Context: an optimization exercise on an open-source flow, tuned for small area and a short achievable clock period. The choices shown serve that exercise and are no tape-out recipe.
Only simulation tests tie the RTL to the original design; equivalence was not proved.
No activity file was given, so power comes from the tool's default toggle rates.

===== design/flow/config.mk =====
export PLATFORM = sky130hd
export DESIGN_NAME = mem_port_arbiter
export DESIGN_NICKNAME = mem_port_arbiter
export VERILOG_FILES = /design/flow/design.v
export SDC_FILE = /design/flow/constraint.sdc
export NUM_CORES = 4
export LEC_CHECK = 0
export ABC_AREA = 1
export CAP_MARGIN = 20
export CORE_MARGIN = 2
export CORE_UTILIZATION = 60
export CTS_CLUSTER_DIAMETER = 150
export CTS_CLUSTER_SIZE = 25
export SETUP_SLACK_MARGIN = 3.7
export SLEW_MARGIN = 20

===== design/flow/constraint.sdc =====
create_clock -name core_clock -period 6.0 [get_ports {clk}]
set_input_delay 1.2000 -clock core_clock [delete_from_list [all_inputs] [get_ports {clk}]]
set_output_delay 1.2000 -clock core_clock [all_outputs]
set_load 0.01 [all_outputs]

===== design/flow/design.v =====
module mem_port_arbiter (
  input  logic        clk,
  input  logic        rst,
  input  logic        req_0_vld_in,
  input  logic [47:0] req_0_address_in,
  output logic        req_0_afull_out,
  input  logic        req_1_vld_in,
  input  logic [47:0] req_1_address_in,
  output logic        req_1_afull_out,
  input  logic        req_2_vld_in,
  input  logic [47:0] req_2_address_in,
  output logic        req_2_afull_out,
  input  logic        rsp_0_afull_in,
  output logic        rsp_0_write_en_out,
  output logic [63:0] rsp_0_data_out,
  input  logic        rsp_1_afull_in,
  output logic        rsp_1_write_en_out,
  output logic [63:0] rsp_1_data_out,
  input  logic        rsp_2_afull_in,
  output logic        rsp_2_write_en_out,
  output logic [63:0] rsp_2_data_out,
  input  logic        mem_rq_afull_in,
  output logic        mem_rq_vld_out,
  output logic [47:0] mem_rq_address_out,
  output logic        mem_rs_afull_out,
  input  logic        mem_rs_write_en_in,
  input  logic [63:0] mem_rs_data_in,
  output logic        idle_out,
  output logic        err_out
);
  localparam int NREQ = 3;
  localparam int AW   = 48;
  localparam int DW   = 64;
  localparam int IND  = 16;
  localparam int TAGD = 64;
  logic [NREQ-1:0] push_vld;
  logic [AW-1:0]   push_addr [NREQ];
  assign push_vld     = {req_2_vld_in, req_1_vld_in, req_0_vld_in};
  assign push_addr[0] = req_0_address_in;
  assign push_addr[1] = req_1_address_in;
  assign push_addr[2] = req_2_address_in;
  logic [AW-1:0]   in_mem [NREQ][IND];
  logic [4:0]      in_wr_ptr [NREQ];
  logic [4:0]      in_rd_ptr [NREQ];
  logic [4:0]      in_occ    [NREQ];
  logic [NREQ-1:0] in_nonempty, in_full, push_ok, pop, in_up, in_dn, req_afull;
  always_comb begin
    for (int r = 0; r < NREQ; r++) begin
      in_occ[r]  = in_wr_ptr[r] - in_rd_ptr[r];
      push_ok[r] = push_vld[r] & ~in_full[r];
    end
  end
  logic [1:0]      last_id;
  logic [1:0]      cand;
  logic [NREQ-1:0] cand_oh;
  logic            any_nonempty;
  logic            grant_vld;
  logic            tag_full;
  always_comb begin
    case (last_id)
      2'd0:    cand = in_nonempty[1] ? 2'd1 : (in_nonempty[2] ? 2'd2 : 2'd0);
      2'd1:    cand = in_nonempty[2] ? 2'd2 : (in_nonempty[0] ? 2'd0 : 2'd1);
      default: cand = in_nonempty[0] ? 2'd0 : (in_nonempty[1] ? 2'd1 : 2'd2);
    endcase
    for (int r = 0; r < NREQ; r++) cand_oh[r] = (cand == 2'(r));
  end
  assign any_nonempty = |in_nonempty;
  assign grant_vld    = ~mem_rq_afull_in & ~tag_full & any_nonempty;
  always_comb begin
    for (int r = 0; r < NREQ; r++) begin
      pop[r]   = ~mem_rq_afull_in & ~tag_full & cand_oh[r] & in_nonempty[r];
      in_up[r] = push_ok[r] & ~pop[r];
      in_dn[r] = pop[r] & ~push_ok[r];
    end
  end
  always_ff @(posedge clk) begin
    for (int r = 0; r < NREQ; r++) begin
      for (int e = 0; e < IND; e++) begin
        if (!in_full[r] && in_wr_ptr[r][3:0] == 4'(e)) in_mem[r][e] <= push_addr[r];
      end
    end
  end
  always_ff @(posedge clk) begin
    if (rst) begin
      for (int r = 0; r < NREQ; r++) begin
        in_wr_ptr[r] <= '0;
        in_rd_ptr[r] <= '0;
      end
      in_nonempty <= '0;
      in_full     <= '0;
      req_afull   <= '0;
    end else begin
      for (int r = 0; r < NREQ; r++) begin
        if (push_ok[r]) in_wr_ptr[r] <= in_wr_ptr[r] + 5'd1;
        if (pop[r])     in_rd_ptr[r] <= in_rd_ptr[r] + 5'd1;
        if (in_up[r]) begin
          in_nonempty[r] <= 1'b1;
          in_full[r]     <= (in_occ[r] == 5'd15);
          req_afull[r]   <= (in_occ[r] >= 5'd11);
        end else if (in_dn[r]) begin
          in_nonempty[r] <= (in_occ[r] != 5'd1);
          in_full[r]     <= 1'b0;
          req_afull[r]   <= (in_occ[r] >= 5'd13);
        end else begin
          req_afull[r]   <= (in_occ[r] >= 5'd12);
        end
      end
    end
  end
  logic [IND-1:0] rd_oh [NREQ];
  logic [AW-1:0]  head  [NREQ];
  logic [AW-1:0]  pick;
  always_ff @(posedge clk) begin
    for (int r = 0; r < NREQ; r++) begin
      if (rst)         rd_oh[r] <= IND'(1);
      else if (pop[r]) rd_oh[r] <= {rd_oh[r][IND-2:0], rd_oh[r][IND-1]};
    end
  end
  always_comb begin
    pick = '0;
    for (int r = 0; r < NREQ; r++) begin
      head[r] = '0;
      for (int e = 0; e < IND; e++) begin
        head[r] = head[r] | ({AW{rd_oh[r][e]}} & in_mem[r][e]);
      end
      pick = pick | ({AW{cand_oh[r]}} & head[r]);
    end
  end
  logic          rq_vld;
  logic [AW-1:0] rq_addr;
  always_ff @(posedge clk) begin
    rq_addr <= pick;
  end
  always_ff @(posedge clk) begin
    if (rst) begin
      rq_vld  <= 1'b0;
      last_id <= 2'd2;
    end else begin
      rq_vld <= grant_vld;
      if (grant_vld) last_id <= cand;
    end
  end
  logic [1:0] tag_mem [TAGD];
  logic [6:0] tag_wr_ptr, tag_rd_ptr, tag_occ;
  logic       tag_nonempty, tag_pop, tag_up, tag_dn, rs_orphan;
  logic [1:0] tag_head;
  assign tag_occ   = tag_wr_ptr - tag_rd_ptr;
  assign tag_pop   = mem_rs_write_en_in & tag_nonempty;
  assign rs_orphan = mem_rs_write_en_in & ~tag_nonempty;
  assign tag_up    = grant_vld & ~tag_pop;
  assign tag_dn    = tag_pop & ~grant_vld;
  assign tag_head  = tag_mem[tag_rd_ptr[5:0]];
  always_ff @(posedge clk) begin
    for (int e = 0; e < TAGD; e++) begin
      if (!tag_full && tag_wr_ptr[5:0] == 6'(e)) tag_mem[e] <= cand;
    end
  end
  always_ff @(posedge clk) begin
    if (rst) begin
      tag_wr_ptr   <= '0;
      tag_rd_ptr   <= '0;
      tag_nonempty <= 1'b0;
      tag_full     <= 1'b0;
    end else begin
      if (grant_vld) tag_wr_ptr <= tag_wr_ptr + 7'd1;
      if (tag_pop)   tag_rd_ptr <= tag_rd_ptr + 7'd1;
      if (tag_up) begin
        tag_nonempty <= 1'b1;
        tag_full     <= (tag_occ == 7'd63);
      end else if (tag_dn) begin
        tag_nonempty <= (tag_occ != 7'd1);
        tag_full     <= 1'b0;
      end
    end
  end
  logic [NREQ-1:0] rsp_we;
  logic [DW-1:0]   rsp_data;
  logic            err, rs_afull, idle;
  always_ff @(posedge clk) begin
    rsp_data <= mem_rs_data_in;
  end
  always_ff @(posedge clk) begin
    if (rst) begin
      rsp_we   <= '0;
      err      <= 1'b0;
      rs_afull <= 1'b0;
      idle     <= 1'b1;
    end else begin
      for (int r = 0; r < NREQ; r++) rsp_we[r] <= tag_pop & (tag_head == 2'(r));
      err      <= err | (|(push_vld & in_full)) | rs_orphan;
      rs_afull <= rsp_0_afull_in | rsp_1_afull_in | rsp_2_afull_in;
      idle     <= ~tag_nonempty & ~any_nonempty & ~(|push_vld);
    end
  end
  assign req_0_afull_out    = req_afull[0];
  assign req_1_afull_out    = req_afull[1];
  assign req_2_afull_out    = req_afull[2];
  assign rsp_0_write_en_out = rsp_we[0];
  assign rsp_1_write_en_out = rsp_we[1];
  assign rsp_2_write_en_out = rsp_we[2];
  assign rsp_0_data_out     = rsp_data;
  assign rsp_1_data_out     = rsp_data;
  assign rsp_2_data_out     = rsp_data;
  assign mem_rq_vld_out     = rq_vld;
  assign mem_rq_address_out = rq_addr;
  assign mem_rs_afull_out   = rs_afull;
  assign idle_out           = idle;
  assign err_out            = err;
endmodule

===== design/flow/flow/run.sh =====
#!/bin/bash
# The standard layout (standard.sh, synthesis unchanged) with two
# changes: the port buffers are the smallest buffer cell, and after global
# placement each flip-flop that only feeds output-port buffers is moved next
# to those buffers (pull_out_flops.tcl) before legalization. Each step's
# output goes to its own log file in this folder.
set -euo pipefail
PORTBUF="BUFFER_PORTS_ARGS=-buffer_cell sky130_fd_sc_hd__buf_1"
RES="$PWD/orfs/results/${FLOW_PLATFORM}/mem_port_arbiter/base"
bash standard.sh synth > synth.log 2>&1
bash standard.sh "$PORTBUF" floorplan > floorplan.log 2>&1
bash standard.sh "$PORTBUF" "$RES/3_3_place_gp.odb" > place_gp.log 2>&1
cp "$RES/3_3_place_gp.odb" "$RES/3_3_place_gp.unpulled.odb"
ODB_IN="$RES/3_3_place_gp.unpulled.odb" ODB_OUT="$RES/3_3_place_gp.odb" \
  openroad -no_init -exit flow/pull_out_flops.tcl > pull_out_flops.log 2>&1
bash standard.sh "$PORTBUF" place > place.log 2>&1
bash standard.sh "$PORTBUF" cts > cts.log 2>&1
bash standard.sh "$PORTBUF" route > route.log 2>&1
bash standard.sh "$PORTBUF" finish > finish.log 2>&1
test -f out/final.def

===== design/flow/flow/pull_out_flops.tcl =====
# Move each flip-flop whose output feeds only output-port buffers next to
# those buffers (their centroid), before legalization.
read_db $::env(ODB_IN)
set block [ord::get_db_block]
set moved 0
foreach bt [$block getBTerms] {
  if {[$bt getIoType] ne "OUTPUT"} continue
  set net [$bt getNet]
  if {$net eq "NULL"} continue
  # the output buffer driving this port
  set buf ""
  foreach it [$net getITerms] { if {[$it isOutputSignal]} { set buf [$it getInst] } }
  if {$buf eq ""} continue
  # the buffer's input net and its driver
  set in_net ""
  foreach it [$buf getITerms] { if {[$it isInputSignal]} { set in_net [$it getNet] } }
  if {$in_net eq "" || $in_net eq "NULL"} continue
  set drv ""
  foreach it [$in_net getITerms] { if {[$it isOutputSignal]} { set drv [$it getInst] } }
  if {$drv eq ""} continue
  if {![[$drv getMaster] isSequential]} continue
  set key [$drv getName]
  if {[info exists seen($key)]} continue
  set seen($key) 1
  # all loads must be port buffers
  set xs 0; set ys 0; set n 0; set ok 1
  foreach it [$in_net getITerms] {
    if {[$it isOutputSignal]} continue
    set li [$it getInst]
    set onet ""
    foreach jt [$li getITerms] { if {[$jt isOutputSignal]} { set onet [$jt getNet] } }
    if {$onet eq "" || $onet eq "NULL" || [llength [$onet getBTerms]] == 0} { set ok 0; break }
    set bb [$li getBBox]
    set xs [expr {$xs + ([$bb xMin] + [$bb xMax]) / 2}]
    set ys [expr {$ys + ([$bb yMin] + [$bb yMax]) / 2}]
    incr n
  }
  if {!$ok || $n == 0} continue
  set w [[$drv getMaster] getWidth]; set h [[$drv getMaster] getHeight]
  $drv setLocation [expr {$xs / $n - $w / 2}] [expr {$ys / $n - $h / 2}]
  incr moved
}
puts "pull_out_flops: moved $moved flip-flops"
write_db $::env(ODB_OUT)

===== design/flow/standard.sh =====
#!/bin/bash
# synth_recipe.tcl (not shown) runs the flow's synth.tcl, then flattens the netlist and writes it again
# the make line also repeats each setting of config.mk as NAME=value (left out here)
make -C /OpenROAD-flow-scripts/flow DESIGN_CONFIG=/design/flow/config.mk WORK_HOME=/design/flow/orfs CLKGATE_MAP_FILE= SYNTH_SCRIPT=/design/flow/synth_recipe.tcl "${@:-finish}"

==> results of run 1 <==
==> final cells by class <==
| cell class | count | area share, % |
|---|---|---|
| Sequential cell | 2656 | 70.5 |
| Multi-Input combinational cell | 3829 | 18.0 |
| Timing Repair Buffer | 679 | 5.36 |
| Clock buffer | 200 | 2.93 |
| Tap cell | 2189 | 2.48 |
| Inverter | 190 | 0.671 |
| Clock inverter | 7 | 0.109 |
| Antenna cell | 12 | 0.0272 |
==> cells in the mapped netlist, types with 3 or more instances <==
cell                       instances
sky130_fd_sc_hd__a211oi_1         13
sky130_fd_sc_hd__a21oi_1          83
sky130_fd_sc_hd__a221oi_1        247
sky130_fd_sc_hd__a22o_1          101
sky130_fd_sc_hd__buf_1            15
sky130_fd_sc_hd__buf_2            18
sky130_fd_sc_hd__buf_4           133
sky130_fd_sc_hd__clkbuf_1        306
sky130_fd_sc_hd__dfxtp_1         224
sky130_fd_sc_hd__edfxtp_1       2432
sky130_fd_sc_hd__fa_1              4
sky130_fd_sc_hd__ha_1             48
sky130_fd_sc_hd__inv_1           183
sky130_fd_sc_hd__inv_2             5
sky130_fd_sc_hd__nand2_1        2148
sky130_fd_sc_hd__nand2_2           4
sky130_fd_sc_hd__nand3_1         185
sky130_fd_sc_hd__nand4_1         354
sky130_fd_sc_hd__nor2_1          344
sky130_fd_sc_hd__nor2_2            7
sky130_fd_sc_hd__nor3_1           28
sky130_fd_sc_hd__nor3b_1           3
sky130_fd_sc_hd__o211ai_1         26
sky130_fd_sc_hd__o21ai_0         126
sky130_fd_sc_hd__o21ai_1           6
sky130_fd_sc_hd__o221ai_1          3
sky130_fd_sc_hd__o31ai_1           3
sky130_fd_sc_hd__o41ai_1          46
sky130_fd_sc_hd__xnor2_1          13
sky130_fd_sc_hd__xor2_1            6
==> registers in the layout (all words and copies together), names as in the netlist <==
signal and flops:
req_afull 3, rq_vld 1, idle 1, tag_mem 128
rsp_we 3, tag_nonempty 1, rq_addr 48, rd_oh 48
err 1, rsp_data 64, tag_wr_ptr 7, in_full 3
rs_afull 1, last_id 2, in_mem 2304, tag_full 1
in_nonempty 3, tag_rd_ptr 7, in_wr_ptr 15, in_rd_ptr 15
==> cell families (layout without fill, tap and decap cells) <==
| logic type | after synthesis | after routing |
|---|---|---|
| AND/OR/NAND/NOR | 3079 | 3092 |
| flip-flops | 2656 | 2656 |
| AO/OA/AOI/OAI | 666 | 666 |
| buffers and inverters | 665 | 1076 |
| adder cells (fa/ha/maj) | 52 | 52 |
| XOR/XNOR | 19 | 19 |
| other | 0 | 12 |
==> power groups by stage <==
| stage | registers (mW) | logic [mW] | clock network [mW] |
|---|---|---|---|
| detailed placement | 22.1 | 6.14 | 0 |
| global route | 21.8 | 7.50 | 9.93 |
| global placement | 22.3 | 5.82 | 0 |
| CTS | 21.7 | 6.87 | 9.34 |
| floorplan | 21.8 | 3.03 | 0 |
| finish | 21.7 | 7.19 | 9.26 |
==> cells in the final DEF (no fill, tap or decap), types with 38 or more instances in the layout <==
cell                           n
sky130_fd_sc_hd__a21oi_1      83
sky130_fd_sc_hd__a221oi_1    246
sky130_fd_sc_hd__a22o_1      101
sky130_fd_sc_hd__buf_1       217
sky130_fd_sc_hd__buf_4       110
sky130_fd_sc_hd__buf_6       276
sky130_fd_sc_hd__clkbuf_1     83
sky130_fd_sc_hd__clkbuf_16   117
sky130_fd_sc_hd__dfxtp_1      71
sky130_fd_sc_hd__dfxtp_2      65
sky130_fd_sc_hd__dfxtp_4      88
sky130_fd_sc_hd__edfxtp_1   2432
sky130_fd_sc_hd__ha_1         38
sky130_fd_sc_hd__inv_1       175
sky130_fd_sc_hd__nand2_1    2137
sky130_fd_sc_hd__nand3_1     156
sky130_fd_sc_hd__nand4_1     354
sky130_fd_sc_hd__nor2_1      280
sky130_fd_sc_hd__nor2_4       59
sky130_fd_sc_hd__o21ai_0     105
==> worst paths after layout <==
| path | start | endpoint | cells after the start |
|---|---|---|---|
| worst min-delay path | in_rd_ptr[2][4] | in_rd_ptr[2][4] | 2 |
| worst max register to register | in_wr_ptr[0][1] | in_mem[12][36] | 4 |
| worst max-delay path | rsp_data[19] | rsp_0_data_out[19] | 1 |
| worst min register to register | in_rd_ptr[2][4] | in_rd_ptr[2][4] | 2 |
==> per-layer routing <==
metal	up-vias	GRT usage, %	share of wire, %
li1	26500	-	-
met1	31200	49.5	39
met2	3344	55.6	47
met3	462	6.23	10
met4	32	11.1	3.4
met5	-	0	0.067
==> worst reg2reg max path, cell delays in order (launching register included) <==
cell and delay, ns:
sky130_fd_sc_hd__dfxtp_1 0.39, sky130_fd_sc_hd__inv_1 0.12, sky130_fd_sc_hd__ha_1 0.15, sky130_fd_sc_hd__nand2_1 0.36, sky130_fd_sc_hd__nor2_2 1.03
==> per-stage QoR <==
step	util [%]	std cells	hold WS [ns]	worst slack, ns
global placement	62.6	9455	0.453	2.47
finish	67.2	9762	0.484	3.49
detailed placement	62.6	9456	0.461	2.35
CTS	66.5	9702	0.438	3.17
global route	67.2	9753	0.462	3.46
floorplan	-	7137	0.443	3.46
==> repair_timing <==
item | 4_1_cts | 5_1_grt
resized for setup | 769 | 173
hold endpoints to repair | 0 | 0
gates cloned | 10 | 9
hold buffers | 0 | 0
buffers inserted | 29 | 39
pin swaps | 43 | 21
setup endpoints to repair | 1522 | 1206
==> run summary, run 1 <==
Clock tree:
- Clock tree synthesis found a total of 2656 sinks.
- The TritonCTS buffer count is 116.
- The cell chosen for the clock root is sky130_fd_sc_hd__clkbuf_16.
- No sink is reached through more buffers than the 3 on the longest clock path.
- The H-tree generated during clock tree synthesis spans 3 levels.
- The clock transition at the registers of the reported paths is 0.10 ns.
- The clock reaches the later pin of the worst-skew pair after 0.80 ns.
- The CTS tree is done.

Die:
- In this run the count of I/O pins placed on the die edge is 468.
- Measured along the y axis, the die boundary spans 411 µm.
- Row generation in the floorplan step produced 149 rows.
- The floorplan step defined a die boundary enclosing 169000 µm².
- The initial standard-cell utilization of the core is 60.2%.
- The region available for standard cell placement spans 165000 µm².
- The die is 411 µm wide.

Yosys:
- The number of distinct library cells after synthesis is 47.
- The cell type with the highest aggregate area in the netlist is sky130_fd_sc_hd__edfxtp_1.
- Synthesis inferred 2656 register bits.
- The number of nets produced by synthesis is 7407.
- For this run, the leading register cell type out of synthesis is sky130_fd_sc_hd__edfxtp_1.
- The synthesized design devotes to its leading area cell type 73.6% of total area.
- The basic-gate share of the synthesized area counting and, or, nand and nor cells is 12.9%.
- The synthesized netlist devotes 0.686% of its cell area to adder and majority cells.
- The share of synthesized area occupied by flip-flops and latches is 78.2%.
- The number of enable flip-flop cells after synthesis is 2432.
- The count of warnings emitted by yosys is 9.
- After synthesis, the largest family of logic cells by area is simple AND/OR/NAND/NOR gates.
- The share of flip-flops with an asynchronous set or reset after synthesis is 0%.
- After synthesis, the share of cell area in mux cells is 0%.
- The mapped cell area is 99200 µm².
- In the post-synthesis netlist, the biggest area contributors are sky130_fd_sc_hd__edfxtp_1 74%, sky130_fd_sc_hd__nand2_1 8.1%, sky130_fd_sc_hd__dfxtp_1 4.5%.
- The synthesized netlist cell count is 7137.
- The compound-gate portion of the synthesized area is 5.02%.
- Of the total synthesized cell area, the portion taken by XOR and XNOR cells is 0.168%.
- In this run the mean area of a mapped cell was 13.9 µm².

Layout:
- The register area is 77900 µm².
- Of the cells placed in the final design, the portion with a size suffix greater than 1 is 12.3%.
- From synthesis to final layout, the design area changed by 11.5%.
- The filler cells instantiated in the layout total 11600.
- The number of nets in the final layout is 7742.
- The final non-filler cell area is 111000 µm².
- The area of combinational cells with multiple inputs is 19900 µm².

Pwr:
- The sequential share of power is 56.9%.
- The post-route total power is 38.2 mW.
- VDD sags by at most 0.322 mV.
- The clock network is responsible for 24.3% of the overall power.
- Summed over all cells, the static leakage comes to 37.2 nW.
- The ratio of total power to cell area is 345 nW/µm².
- The total net switching power is 11.2 mW.
- The part of the total power dissipated in combinational logic is 18.8%.
- The internal power of the cells totals 27.0 mW.
- The switching power as a share of total power is 29.3%.

Worst hold path:
- The min-delay analysis places its worst path in the category flop to flop.

Run status:
- The flow ran to the end and the layout has no timing, DRC or antenna violations.

Global routing:
- The number of global-route vias before repair is 57100.
- The first global-routing pass estimated 417000 µm of wire.
- Global routing used 34.9% of the available tracks.
- The pin count of the biggest net entering global routing is 51.
- The total grt overflow is 0.
- The number of antenna violations at the first check in global routing came to 35.

Setup path:
- In this design, the stage delay of the slowest critical-path cell is 0.40 ns.
- The data arrival time of the critical path is 1.31 ns.
- The number of buffers and inverters on the critical path is 1.
- In this run the register-to-register setup slack is 3.57 ns.
- The kind of cell with the highest combined delay on the critical path is flip-flops.
- The type of element capturing the critical path is an output port.
- STA classifies the critical path startpoint as a flop.
- The type of the worst setup path is flop to output port.
- For the worst setup path, the data required time is 4.80 ns.
- Of all nets on the critical path, the largest fanout is 3.
- The signal on the critical path passes through buf_6.
- The slowest cell on the critical path is sky130_fd_sc_hd__dfxtp_4.

Placed design:
- The quantity of I/O buffers inserted on ports is 467.
- The routability congestion estimate is 0.895.
- The HPWL after detailed placement is 161000 µm.
- After detailed placement, the total cell area comes to 103000 µm².

Drt:
- Dividing the detail-routed wire length by the instance count gives 30.7 µm.
- For this run, the detailed router's first-pass iteration total came to 6.
- The number of vias per cell after detailed routing is 6.30.
- The final antenna-violating net count is 0.
- For this block, the routed nets add up to 300000 µm of wire.
- The residual DRC count is 0.
- The violation count after the first detailed-routing iteration is 7872.
- The detailed router placed 61500 vias in this run.

STA:
- Setup repair after global routing could not meet its margin everywhere.
- The clock arrives with 0.0239 ns of skew.
- The slew at the pin with the worst max-slew slack is 1.14 ns.
- The fmax is 399 MHz.
- In the final timing run, aggregate negative setup slack is 0 ns.
- The smallest clock period supported by the final layout is computed as 2.51 ns.
- Setup violations remaining at the end of the flow were counted as 0.
- Headroom to the max-slew limit came out at 24.1%.
- The count of endpoints failing hold in the final timing report was 0.
- The worst path uses 41.8% of the clock period.
- The final max-slew violation count is 0.

Job:
- The total of max-cap violations is 0.
==> inputs of run 2 (changes only) <==
--- a/design/flow/design.v
+++ b/design/flow/design.v
@@ -75,2 +75,19 @@
   end
+  logic [IND-1:0] we_q   [NREQ];
+  logic [IND-1:0] wr_dec [NREQ];
+  logic [NREQ-1:0] full_nxt;
+  always_comb begin
+    for (int r = 0; r < NREQ; r++) begin
+      for (int e = 0; e < IND; e++) wr_dec[r][e] = (in_wr_ptr[r][3:0] == 4'(e));
+      full_nxt[r] = in_up[r] ? (in_occ[r] == 5'd15) : (in_dn[r] ? 1'b0 : in_full[r]);
+    end
+  end
+  always_ff @(posedge clk) begin
+    for (int r = 0; r < NREQ; r++) begin
+      if (rst)             we_q[r] <= IND'(1);
+      else if (full_nxt[r]) we_q[r] <= '0;
+      else if (push_ok[r]) we_q[r] <= {wr_dec[r][IND-2:0], wr_dec[r][IND-1]};
+      else                 we_q[r] <= wr_dec[r];
+    end
+  end
   always_ff @(posedge clk) begin
@@ -78,3 +95,3 @@
       for (int e = 0; e < IND; e++) begin
-        if (!in_full[r] && in_wr_ptr[r][3:0] == 4'(e)) in_mem[r][e] <= push_addr[r];
+        if (we_q[r][e]) in_mem[r][e] <= push_addr[r];
       end
==> run 2 against run 1 <==
Compared with the run above: still clean; sequential share of layout area is 0.60 points higher; utilization shrank 0.56 points; clock skew down 0.0036 ns; clock power grew 3.0%; cell count increased by 1.3%; via count is 0.92% higher; sequential power about the same; area after synthesis increased by 1.7%; hold slack got worse by 0.017 ns; non-clock buffer count is 77 lower; global-route usage shrank 0.48 points; fmax fell by 0.81%; critical path type unchanged.
==> run summary, run 2 <==
Die:
- The count of standard-cell rows is 150 (+0.67%).
- The width of the chip is 414 µm (+0.84%).
- The die footprint was 171000 µm² (+1.7%).
- The count of boundary I/O pins was 468 (unchanged).
- The core region area is 167000 µm² (+1.5%).
- The height of the die came to 414 µm (+0.84%).
- The initial standard-cell utilization of the core came to 60.4% (+0.14 points).

Setup path:
- The slowest cell on the critical path is sky130_fd_sc_hd__dfxtp_2.
- The stage delay of the slowest cell on the critical path is 0.37 ns (-0.03 ns).
- The worst setup path is launched from a flop.
- The maximum fanout along the worst path is 3 (unchanged).
- The register-to-register path setup slack is 3.65 ns (+0.08 ns).
- The kind of cell with the highest combined delay on the critical path is flip-flops.
- Walking the worst path, the cells encountered are buf_2.
- The data arrival time of the critical path is 1.33 ns (+0.02 ns).
- The worst reg2reg path endpoint is rq_addr[17].
- The sum of buffers and inverters on the critical path is 1 (unchanged).
- The worst register-to-register path begins at rd_oh[0][8].
- The number of cells traversed by the worst register-to-register path is 7 (+3).
- The data required time at the worst endpoint came to 4.80 ns (about the same).
- The type of element capturing the critical path is an output port.
- The critical path is of the flop to output port type.

Placed design:
- The quantity of I/O buffers inserted on ports is 467 (unchanged).
- The routability congestion estimate is 0.922 (+2.9%).
- The number of cells after detailed placement is 9592 (+1.4%).
- The placed cell area came to 104000 µm² (+1.1%).
- The worst slack after detailed placement was 2.11 ns (-0.245 ns).
- The detailed-placement wirelength estimate is 158000 µm (-2.1%).

Worst hold path:
- In this run the most critical hold path is launched from mem_rs_data_in[14].
- The end point of the most critical hold path is rsp_data[14].
- The number of stages on the worst hold path is 1 (-1).
- The path class of the tightest hold or removal check is input pin to flop.

STA:
- The post-route fraction of the period consumed by the critical path is 42.1% (+0.34 points).
- The worst path setup slack after routing was 3.47 ns (-0.0206 ns).
- The final setup violation count is 0 (unchanged).
- Setup repair after global routing could not meet its margin everywhere.
- The final worst clock skew is 0.0202 ns (-0.00363 ns).
- The time the worst path needs with I/O delays and setup is 2.53 ns (+0.0206 ns).
- The slew at the pin with the worst max-slew slack is 1.20 ns (+0.0630 ns).
- The headroom to the max-slew limit was 20.0% (-4.1 points).
- The setup TNS is 0 ns (unchanged).
- The final max-slew violation count came to 0 (unchanged).
- The count of endpoints failing hold in the final timing report is 0 (unchanged).
- The final worst hold slack is 0.467 ns (-0.0166 ns).
- The fmax is 396 MHz (-0.81%).

Drt:
- The number of vias per cell after detailed routing is 6.28 (-0.41%).
- The first-pass detailed-route iteration total is 6 (unchanged).
- The final antenna-violating net count is 0 (unchanged).
- The number of vias after detailed routing is 62100 (+0.92%).
- The violation count after the first detailed-routing iteration came to 8145 (+3.5%).
- The detail-routed net length per standard cell is 30.2 µm (-1.5%).
- The residual DRC count is 0 (unchanged).
- The final routed wirelength across all metal layers is 299000 µm (-0.14%).

Global routing:
- The number of antenna violations at the first check in global routing came to 48 (+37%).
- The total grt overflow is 0 (unchanged).
- The total routing resource utilization after global routing came to 34.4% (-0.48 points).
- The number of global-route vias before repair is 56800 (-0.66%).
- The met1 capacity usage during global routing came to 49.4% (-0.079 points).
- met2 is the most crowded layer.
- The met2 routing resource usage after global routing came to 54.2% (-1.4 points).
- The pin count of the biggest net entering global routing is 74 (+45%).
- The wire length of the first global-routing pass is 416000 µm (-0.34%).
- The global-route track usage on met3 is 5.39% (-0.85 points).

Yosys:
- The number of nets produced by synthesis is 7587 (+2.4%).
- The mapped cell area came to 101000 µm² (+1.7%).
- By area the synthesized netlist is led by sky130_fd_sc_hd__edfxtp_1 72%, sky130_fd_sc_hd__nand2_1 7.7%, sky130_fd_sc_hd__dfxtp_1 5.4%.
- The share of flip-flops with an asynchronous set or reset after synthesis is 0% (unchanged).
- The total of flip-flops plus latches after synthesis is 2704 (+1.8%).
- The dominant register cell in the synthesized netlist is sky130_fd_sc_hd__edfxtp_1.
- The number of distinct library cells after synthesis is 42 (-11%).
- The post-synthesis average cell area came to 13.8 µm² (-0.79%).
- After synthesis, the most frequently instantiated cells are 2432 x sky130_fd_sc_hd__edfxtp_1, 2072 x sky130_fd_sc_hd__nand2_1, 360 x sky130_fd_sc_hd__nor2_1, 322 x sky130_fd_sc_hd__nand4_1, 315 x sky130_fd_sc_hd__clkbuf_1.
- The cell type with the highest aggregate area in the netlist is sky130_fd_sc_hd__edfxtp_1.
- The share of synthesized area occupied by flip-flops and latches is 77.8% (-0.36 points).
- Yosys instantiated no cell more often than sky130_fd_sc_hd__edfxtp_1.
- The number of enable flip-flop cells after synthesis is 2432 (unchanged).
- The count of warnings emitted by yosys came to 11 (+2).
- The synthesized netlist cell count came to 7317 (+2.5%).
- The proportion of netlist area held by the largest area contributor came to 72.4% (-1.2 points).

Pwr:
- The static leakage power is 37.5 nW (+1.0%).
- The ratio of total power to cell area is 324 nW/µm² (-6.0%).
- The total internal power was 26.5 mW (-1.8%).
- The switching power as a share of total power is 26.6% (-2.7 points).
- The maximum resistive drop on vdd is 0.299 mV (-7.1%).
- The post-route total power was 36.1 mW (-5.4%).
- The sequential share of power is 60.4% (+3.5 points).
- The power share of the clock group is 26.4% (+2.1 points).
- The part of the total power dissipated in combinational logic was 13.2% (-5.6 points).
- The total net switching power is 9.61 mW (-14%).

Layout:
- The final core utilization came to 66.6% (-0.56 points).
- The area of combinational cells with multiple inputs is 20100 µm² (+1.2%).
- The flip-flop count of the largest register, all copies and words added came to 2304 (unchanged).
- The register area came to 79100 µm² (+1.5%).
- The register with the most flip-flops in the final layout is in_mem.
- In the layout the commonest cells are 2432 x sky130_fd_sc_hd__edfxtp_1, 2052 x sky130_fd_sc_hd__nand2_1, 336 x sky130_fd_sc_hd__nor2_1.
- In the final layout, the registers with the most flip-flops are in_mem x2304, tag_mem x128, rsp_data x64.
- The number of filler instances in the final layout is 11900 (+3.4%).
- The final non-filler cell total was 9892 (+1.3%).
- Leaving out fill and tap cells, the most frequent cell in the layout is sky130_fd_sc_hd__edfxtp_1.
- The final non-filler cell area is 111000 µm² (+0.62%).
- The number of nets in the final layout is 7828 (+1.1%).
- The fraction of final layout cells with drive strength greater than 1 was 11.6% (-0.69 points).
- Compared with the post-synthesis result, the final layout area differs by 10.3%.

Clock tree:
- The clock transition at the registers of the reported paths is 0.10 ns (about the same).
- The clock insertion delay at the later pin of the skew report is 0.83 ns (+0.03 ns).
- TritonCTS built the clock tree.
- The deepest clock path buffer count is 3 (unchanged).
- The cell chosen for the clock root is sky130_fd_sc_hd__clkbuf_16.
- The number of clock sinks seen by CTS is 2704 (+1.8%).
- The TritonCTS buffer count is 118 (+1.7%).
- The number of H-tree levels is 3 (unchanged).

Job:
- The total of max-cap violations was 0 (unchanged).

Run status:
- The run finished with no timing, DRC or antenna violations.
[run 2: kinds of logic after synthesis]
| logic type | count (synthesis) | share of synthesized area, % |
|---|---|---|
| AOI/OAI and AO/OA | 746 | 5.50 |
| and+or+nand+nor | 3057 | 12.6 |
| adders and majority gates | 52 | 0.675 |
| buffers and inverters | 739 | 3.26 |
| DFF | 2704 | 77.8 |
| xor gates and xnor gates | 19 | 0.165 |
[run 2: worst max-delay path by stage]
| stage | start | endpoint | slack [ns] | depth (start not counted) |
|---|---|---|---|---|
| 2_1_floorplan | mem_rq_afull_in | tag_full | 3.27 | 9 |
| 3_3_place_gp | mem_rq_afull_in | we_q[0][1] | 2.42 | 10 |
| 3_5_place_dp | mem_rq_afull_in | req_afull[0] | 2.11 | 10 |
| 4_1_cts | rsp_data[24] | rsp_2_data_out[24] | 3.43 | 1 |
| 5_1_grt | rsp_data[9] | rsp_0_data_out[9] | 3.41 | 1 |
| 6_report | rsp_data[9] | rsp_1_data_out[9] | 3.47 | 1 |
[run 2: area by class of cell]
cell class | instances | share of cell area, %
antenna | 24 | 0.0540
clock buffer | 220 | 3.04
clock inverter | 6 | 0.106
inverter | 254 | 0.908
multi-input combinational | 3878 | 18.1
sequential | 2704 | 71.1
tap | 2204 | 2.48
timing repair buffer | 602 | 4.29
[run 2: per-layer routing]
metal,share of wire [%],vias up
met5,0.049,-
met4,3.9,22
met3,9.6,465
met2,47,3299
met1,39,31300
li1,-,27000
[run 2: what timing repair did]
item	CTS	global route
pin swaps	19	29
resized for setup	674	268
gates cloned	6	2
setup endpoints to repair	488	342
buffers inserted	20	22
hold buffers	0	0
[run 2: power groups by stage]
stage	logic (mW)	clock network, mW	registers [mW]
CTS	4.57	9.59	21.8
finish	4.76	9.54	21.8
global route	5.02	10.2	21.9
global placement	3.89	0	22.3
detailed placement	4.06	0	22.2
floorplan	2.04	0	21.8

==> what the ideal ports hide <==
Ports are ideal in the flow. The routed layouts listed here were re-timed in OpenROAD. Step 1 (the two cells are an assumption about what drives the block):
set clk [get_ports {clk}]
set_driving_cell -lib_cell sky130_fd_sc_hd__clkbuf_16 $clk
set_driving_cell -lib_cell sky130_fd_sc_hd__buf_2 [delete_from_list [all_inputs] $clk]
Step 2 also shifts input and output timing later by t, the mid clock arrival at the registers, as if the neighbouring blocks saw the same clock. Slacks: ideal ports / drivers / drivers and shift; pairs: ideal ports / drivers.
run | shift t [ns] | slack for setup (ns) | worst hold slack (ns)
run 1 | 0.877 | 3.495 / 3.402 / 3.084 | 0.484 / 0.420 / 0.484
run 2 | 0.897 | 3.474 / 3.390 / 2.877 | 0.467 / 0.408 / 0.488
After both steps every run listed still meets setup and hold. The setup slack of run 2, which loses most, moves by -0.084 ns with the drivers and by -0.597 ns with both steps.
